Background: an optimization exercise with open tools, aiming at small area, a short achievable clock period and few clock cycles per item. Do not read the settings as production practice.

==> inputs of try-cedar <==
## streaming_top_k_selector_core
module streaming_top_k_selector_core
(
    input  logic         clk,
    input  logic         rst_n,
    input  logic         cfg_we,
    input  logic [3:0]   cfg_wdata,
    input  logic         s_tvalid,
    output logic         s_tready,
    input  logic [31:0]  s_tdata,
    input  logic         s_tlast,
    output logic         m_tvalid,
    input  logic         m_tready,
    output logic [55:0]  m_tdata,
    output logic [0:0]   m_tuser,
    output logic         m_tlast
);
==> flow/config.mk <==
export PLATFORM = sky130hd
export DESIGN_NAME = streaming_top_k_selector_core
export DESIGN_NICKNAME = streaming_top_k_selector_core
export VERILOG_FILES = /design/flow/design.v
export SDC_FILE = /design/flow/constraint.sdc
export NUM_CORES = 4
export LEC_CHECK = 0
export CAP_MARGIN = 20
export CORE_MARGIN = 2
export CORE_UTILIZATION = 40
export PLACE_DENSITY = 0.6
export SETUP_SLACK_MARGIN = 3.4
export SLEW_MARGIN = 20
==> flow/constraint.sdc <==
create_clock -name core_clock -period 6.0 [get_ports {clk}]
set_input_delay 1.2000 -clock core_clock [delete_from_list [all_inputs] [get_ports {clk}]]
set_output_delay 1.2000 -clock core_clock [all_outputs]
set_load 0.01 [all_outputs]
run.sh (not shown) runs the stock make flow with config.mk's settings and CLKGATE_MAP_FILE= SYNTH_SCRIPT=/design/flow/synth_recipe.tcl, a recipe that flattens the netlist after the stock synthesis.
==> try-raven (differences from try-cedar) <==
==> flow/design.v (replaced) <==
package stk_pkg;
    localparam int K_MAX     = 8;
    localparam int SCORE_W   = 32;
    localparam int IDX_W     = 18;
    localparam int KCFG_W    = 4;
    localparam int MTDATA_W  = 56;
endpackage
module stk_gt
(
    input  logic [31:0] a,
    input  logic [31:0] b,
    output logic        gt
);
    logic [31:0] g0, e0;
    logic [15:0] g1, e1;
    logic [7:0]  g2, e2;
    logic [3:0]  g3, e3;
    logic [1:0]  g4, e4;
    always_comb
    begin
        for (int i = 0; i < 31; i++)
        begin
            g0[i] = a[i] & ~b[i];
            e0[i] = ~(a[i] ^ b[i]);
        end
        g0[31] = ~a[31] & b[31];
        e0[31] = ~(a[31] ^ b[31]);
        for (int i = 0; i < 16; i++)
        begin
            g1[i] = g0[2*i+1] | (e0[2*i+1] & g0[2*i]);
            e1[i] = e0[2*i+1] & e0[2*i];
        end
        for (int i = 0; i < 8; i++)
        begin
            g2[i] = g1[2*i+1] | (e1[2*i+1] & g1[2*i]);
            e2[i] = e1[2*i+1] & e1[2*i];
        end
        for (int i = 0; i < 4; i++)
        begin
            g3[i] = g2[2*i+1] | (e2[2*i+1] & g2[2*i]);
            e3[i] = e2[2*i+1] & e2[2*i];
        end
        for (int i = 0; i < 2; i++)
        begin
            g4[i] = g3[2*i+1] | (e3[2*i+1] & g3[2*i]);
            e4[i] = e3[2*i+1] & e3[2*i];
        end
        gt = g4[1] | (e4[1] & g4[0]);
    end
endmodule
module streaming_top_k_selector_core
(
    input  logic         clk,
    input  logic         rst_n,
    input  logic         cfg_we,
    input  logic [3:0]   cfg_wdata,
    input  logic         s_tvalid,
    output logic         s_tready,
    input  logic [31:0]  s_tdata,
    input  logic         s_tlast,
    output logic         m_tvalid,
    input  logic         m_tready,
    output logic [55:0]  m_tdata,
    output logic [0:0]   m_tuser,
    output logic         m_tlast
);
    localparam logic [17:0] POS_LIMIT = 18'h3FFFF;
    logic [7:0]  km_cfg;         
    logic [17:0] pos_reg;        
    logic        first_reg;      
    logic        rdy_reg;        
    logic        ok_reg;         
    logic        s1_v;
    logic        s1_last;
    logic [7:0]  s1_km;
    logic [31:0] s1_score;
    logic        s2_v;
    logic        s2_last;
    logic [7:0]  s2_km;
    logic [31:0] s2_score;
    logic [17:0] s2_idx;
    logic [7:0]  bt_reg;         
    logic [31:0] sc_reg [8];
    logic [17:0] ix_reg [8];
    logic [7:0]  vld_reg;        
    logic        act_reg;        
    logic [7:0]  ptr_reg;        
    logic [7:0]  rem_reg;        
    logic [7:0]  fil_reg;        
    logic [7:0]  gap_reg;        
    logic [6:0]  room_reg;       
    logic        out_v;
    logic        out_last;
    logic        out_user;
    logic [49:0] out_data;
    logic [7:0]  chain;
    logic [7:0]  at;
    logic [7:0]  sd;
    logic [7:0]  hold;
    logic        ins;
    logic        adj;
    logic        s2_end;
    always_comb
    begin
        chain[0] = 1'b0;
        for (int m = 1; m < 8; m++)
        begin
            chain[m] = chain[m-1] || bt_reg[m-1];
        end
        ins = |bt_reg;
        adj = act_reg && !gap_reg[0];
        for (int m = 0; m < 8; m++)
        begin
            at[m] = bt_reg[m] && !chain[m];
            sd[m] = chain[m] && ((m == 0 ? 1'b1 : vld_reg[(m > 0) ? m - 1 : 0]) || adj);
            hold[m] = !(sd[m] || at[m]);
        end
        s2_end = s2_v && s2_last;
    end
    logic [7:0] gl;
    logic       gi;
    for (genvar j = 0; j < 8; j++)
    begin : g_cmp
        stk_gt u_gt (.a(s1_score), .b(sc_reg[j]), .gt(gl[j]));
    end
    stk_gt u_gti (.a(s1_score), .b(s2_score), .gt(gi));
    logic        load;
    logic        drain_end;
    logic [49:0] pick;
    assign load      = act_reg && (!out_v || m_tready);
    assign drain_end = !rem_reg[1];
    always_comb
    begin
        pick = '0;
        for (int j = 0; j < 8; j++)
        begin
            pick = pick | ({sc_reg[j], ix_reg[j]} & {50{ptr_reg[j]}});
        end
    end
    logic        move;
    logic        accept;
    logic        s1_load;
    logic        s1_v_n;
    logic        s1_last_n;
    logic        s2_v_n;
    logic        s2_end_n;
    logic [7:0]  vld_ins;
    logic [7:0]  vld_n;
    logic        act_n;
    logic [7:0]  ptr_n;
    logic [7:0]  rem_n;
    logic [7:0]  fil_n;
    logic [7:0]  gap_n;
    logic [6:0]  room_n;
    logic        out_v_n;
    logic [7:0]  g_n;
    logic        push;           
    assign move    = s1_v && ok_reg;
    assign accept  = s_tvalid && rdy_reg;
    assign s1_load = !s1_v || ok_reg;
    assign push    = adj && ins;
    always_comb
    begin
        s1_v_n    = accept || (s1_v && !ok_reg);
        s1_last_n = s1_load ? s_tlast : s1_last;
        s2_v_n    = move;
        s2_end_n  = move && s1_last;
        out_v_n   = load || (out_v && !m_tready);
        vld_ins   = ins ? {vld_reg[6:0], 1'b1} : vld_reg;
        if (s2_end)
        begin
            vld_n  = 8'd0;
            act_n  = 1'b1;
            ptr_n  = 8'd1;
            rem_n  = s2_km;
            fil_n  = vld_ins;
            gap_n  = 8'd0;
            for (int i = 0; i < 7; i++)
            begin
                room_n[i] = !s2_km[7-i];
            end
        end
        else
        begin
            vld_n  = vld_ins;
            act_n  = act_reg && !(load && drain_end);
            ptr_n  = ptr_reg;
            if (load)
                ptr_n = {ptr_n[6:0], 1'b0};
            if (push)
                ptr_n = {ptr_n[6:0], 1'b0};
            rem_n  = load ? {1'b0, rem_reg[7:1]} : rem_reg;
            fil_n  = load ? {1'b0, fil_reg[7:1]} : fil_reg;
            gap_n  = gap_reg;
            if (load && !(ins && !adj))
                gap_n = {gap_reg[6:0], 1'b1};
            else if (!load && ins && !adj)
                gap_n = {1'b0, gap_reg[7:1]};
            room_n = push ? {1'b0, room_reg[6:1]} : room_reg;
        end
        for (int m = 0; m < 8; m++)
        begin
            if (sd[m])
                g_n[m] = gl[(m > 0) ? m - 1 : 0];
            else if (at[m])
                g_n[m] = gi;
            else
                g_n[m] = gl[m];
        end
    end
    logic ld1;
    logic safe1;
    logic blocked1;
    logic ok_n;
    always_comb
    begin
        ld1      = act_n && !out_v_n;
        blocked1 = s1_last_n && (act_n || s2_end_n);
        if (s2_end_n)
            safe1 = !s1_km[7];
        else if (!act_n)
            safe1 = 1'b1;
        else if (!s2_v_n)
            safe1 = gap_n[0] || room_n[0] || ld1;
        else if (gap_n[0])
            safe1 = gap_n[1] || room_n[0] || ld1;
        else
            safe1 = room_n[1] || ld1;
        ok_n = !blocked1 && safe1;
    end
    assign s_tready = rdy_reg;
    assign m_tvalid = out_v;
    assign m_tlast  = out_last;
    assign m_tuser  = out_user;
    assign m_tdata  = {6'b0, out_data};
    always_ff @(posedge clk or negedge rst_n)
    begin
        if (!rst_n)
        begin
            km_cfg    <= 8'h0F;
            first_reg <= 1'b1;
            rdy_reg   <= 1'b1;
            ok_reg    <= 1'b1;
            s1_v      <= 1'b0;
            s2_v      <= 1'b0;
            vld_reg   <= 8'd0;
            act_reg   <= 1'b0;
            out_v     <= 1'b0;
        end
        else
        begin
            if (cfg_we)
            begin
                if (cfg_wdata == 4'd0)
                    km_cfg <= 8'h01;
                else if (cfg_wdata > 4'd8)
                    km_cfg <= 8'hFF;
                else
                    km_cfg <= 8'((9'd1 << cfg_wdata) - 9'd1);
            end
            if (accept)
            begin
                first_reg <= s_tlast;
            end
            rdy_reg <= !s1_v_n || ok_n;
            ok_reg  <= ok_n;
            s1_v    <= s1_v_n;
            s2_v    <= s2_v_n;
            vld_reg <= vld_n;
            act_reg <= act_n;
            out_v   <= out_v_n;
        end
    end
    always_ff @(posedge clk)
    begin
        if (accept)
        begin
            if (first_reg)
                pos_reg <= '0;
            else if (pos_reg != POS_LIMIT)
                pos_reg <= pos_reg + 18'd1;
        end
        if (s1_load)
        begin
            s1_km    <= km_cfg;
            s1_score <= s_tdata;
        end
        s1_last  <= s1_last_n;
        s2_last  <= s1_last;
        s2_km    <= s1_km;
        s2_score <= s1_score;
        s2_idx   <= pos_reg;
        for (int m = 0; m < 8; m++)
        begin
            bt_reg[m] <= move && s1_km[m] && (!vld_n[m] || g_n[m]);
            sc_reg[m] <= (sc_reg[m] & {32{hold[m]}})
                       | (sc_reg[(m > 0) ? m - 1 : 0] & {32{sd[m]}})
                       | (s2_score & {32{at[m]}});
            ix_reg[m] <= (ix_reg[m] & {18{hold[m]}})
                       | (ix_reg[(m > 0) ? m - 1 : 0] & {18{sd[m]}})
                       | (s2_idx & {18{at[m]}});
        end
        ptr_reg  <= ptr_n;
        rem_reg  <= rem_n;
        fil_reg  <= fil_n;
        gap_reg  <= gap_n;
        room_reg <= room_n;
        if (load)
        begin
            out_last <= drain_end;
            out_user <= fil_reg[0];
            out_data <= fil_reg[0] ? pick : {32'h8000_0000, 18'b0};
        end
    end
endmodule
==> flow/config.mk (replaced) <==
export PLATFORM = sky130hd
export DESIGN_NAME = streaming_top_k_selector_core
export DESIGN_NICKNAME = streaming_top_k_selector_core
export VERILOG_FILES = /design/flow/design.v
export SDC_FILE = /design/flow/constraint.sdc
export NUM_CORES = 4
export LEC_CHECK = 0
export CAP_MARGIN = 20
export CORE_MARGIN = 2
export CORE_UTILIZATION = 40
export CTS_BUF_LIST = sky130_fd_sc_hd__clkbuf_8
export CTS_CLUSTER_SIZE = 30
export PLACE_DENSITY = 0.6
export SETUP_SLACK_MARGIN = 3.5
export SLEW_MARGIN = 20
==> comparison table <==
metric                                                                                               try-cedar          try-raven
Post-place setup slack                                                                               -632.3 ps            2484 ps
Largest net degree at the start of global routing                                                          120                 60
Layout-stage area growth over the synthesis result                                                      25.02%             21.84%
Status                                                                              complete, but fails checks     finished clean
Layout check failures                                              capacitance limit, slew limit, setup timing                  -
Layout multi-input combinational cell count                                                               2042               2171
Transition time of the tightest slew-check pin                                                         1503 ps            1134 ps
Layout fillers                                                                                            7393               7215
Area taken by multi-input logic gates                                                             0.01587 mm^2       0.01608 mm^2
Diodes inserted                                                                                              1                  4
Hold path start                                                                                        s1_last           s1_km[1]
Origin of the worst setup path                                                                       bt_reg[1]        s1_score[3]
WL met1                                                                                               48840 um           49080 um
Combined buffer and inverter count along the critical path                                                   4                  0
Met2 wire len                                                                                         53910 um           52110 um
Period minus WS final                                                                                  6500 ps            2646 ps
Clk pin slew, worst setup/hold paths                                                                     60 ps              70 ps
Most area-hungry cell class in the final design                                               sequential cells  multi-input gates
Share of synthesized flip-flops with an asynchronous set or reset                                      0.04248            0.03605
Fraction of area in registers                                                                           0.4143             0.3869
Tapcells                                                                                                  1134               1040
Vias                                                                                                     26997              28604
Initial antenna violation count                                                                              3                  6
Non-Filler Instances                                                                                      4565               4645
Function was not checked in any run of this note: the RTL went through the layout flow alone.

-- separate check: timing with driven ports --
Ports are ideal in the flow. The routed layouts listed here were re-timed in OpenROAD. Step 1, drivers: a clkbuf_16 drives clk and a buf_2 each remaining input, both assumed. Step 2, shift: input delay + t, output delay - t, t = (earliest + latest rising clock arrival at the registers) / 2. This alone moves slack from input paths to output paths. Slacks: ideal ports / drivers / drivers and shift; pairs: ideal ports / drivers.
| run | shift t [ns] | slack for setup (ns) | latest minus earliest clock arrival (ns) | worst slew at a driven data input, ns |
|---|---|---|---|---|
| try-cedar | 0.682 | -0.500 / -0.500 / -0.500 | 0.030 / 0.029 | 0.06 |
| try-raven | 0.801 | 3.354 / 3.348 / 2.885 | 0.066 / 0.066 | 0.04 |
For try-raven, which loses most, drivers alone change the setup slack by -0.006 ns; drivers and shift together by -0.469 ns.
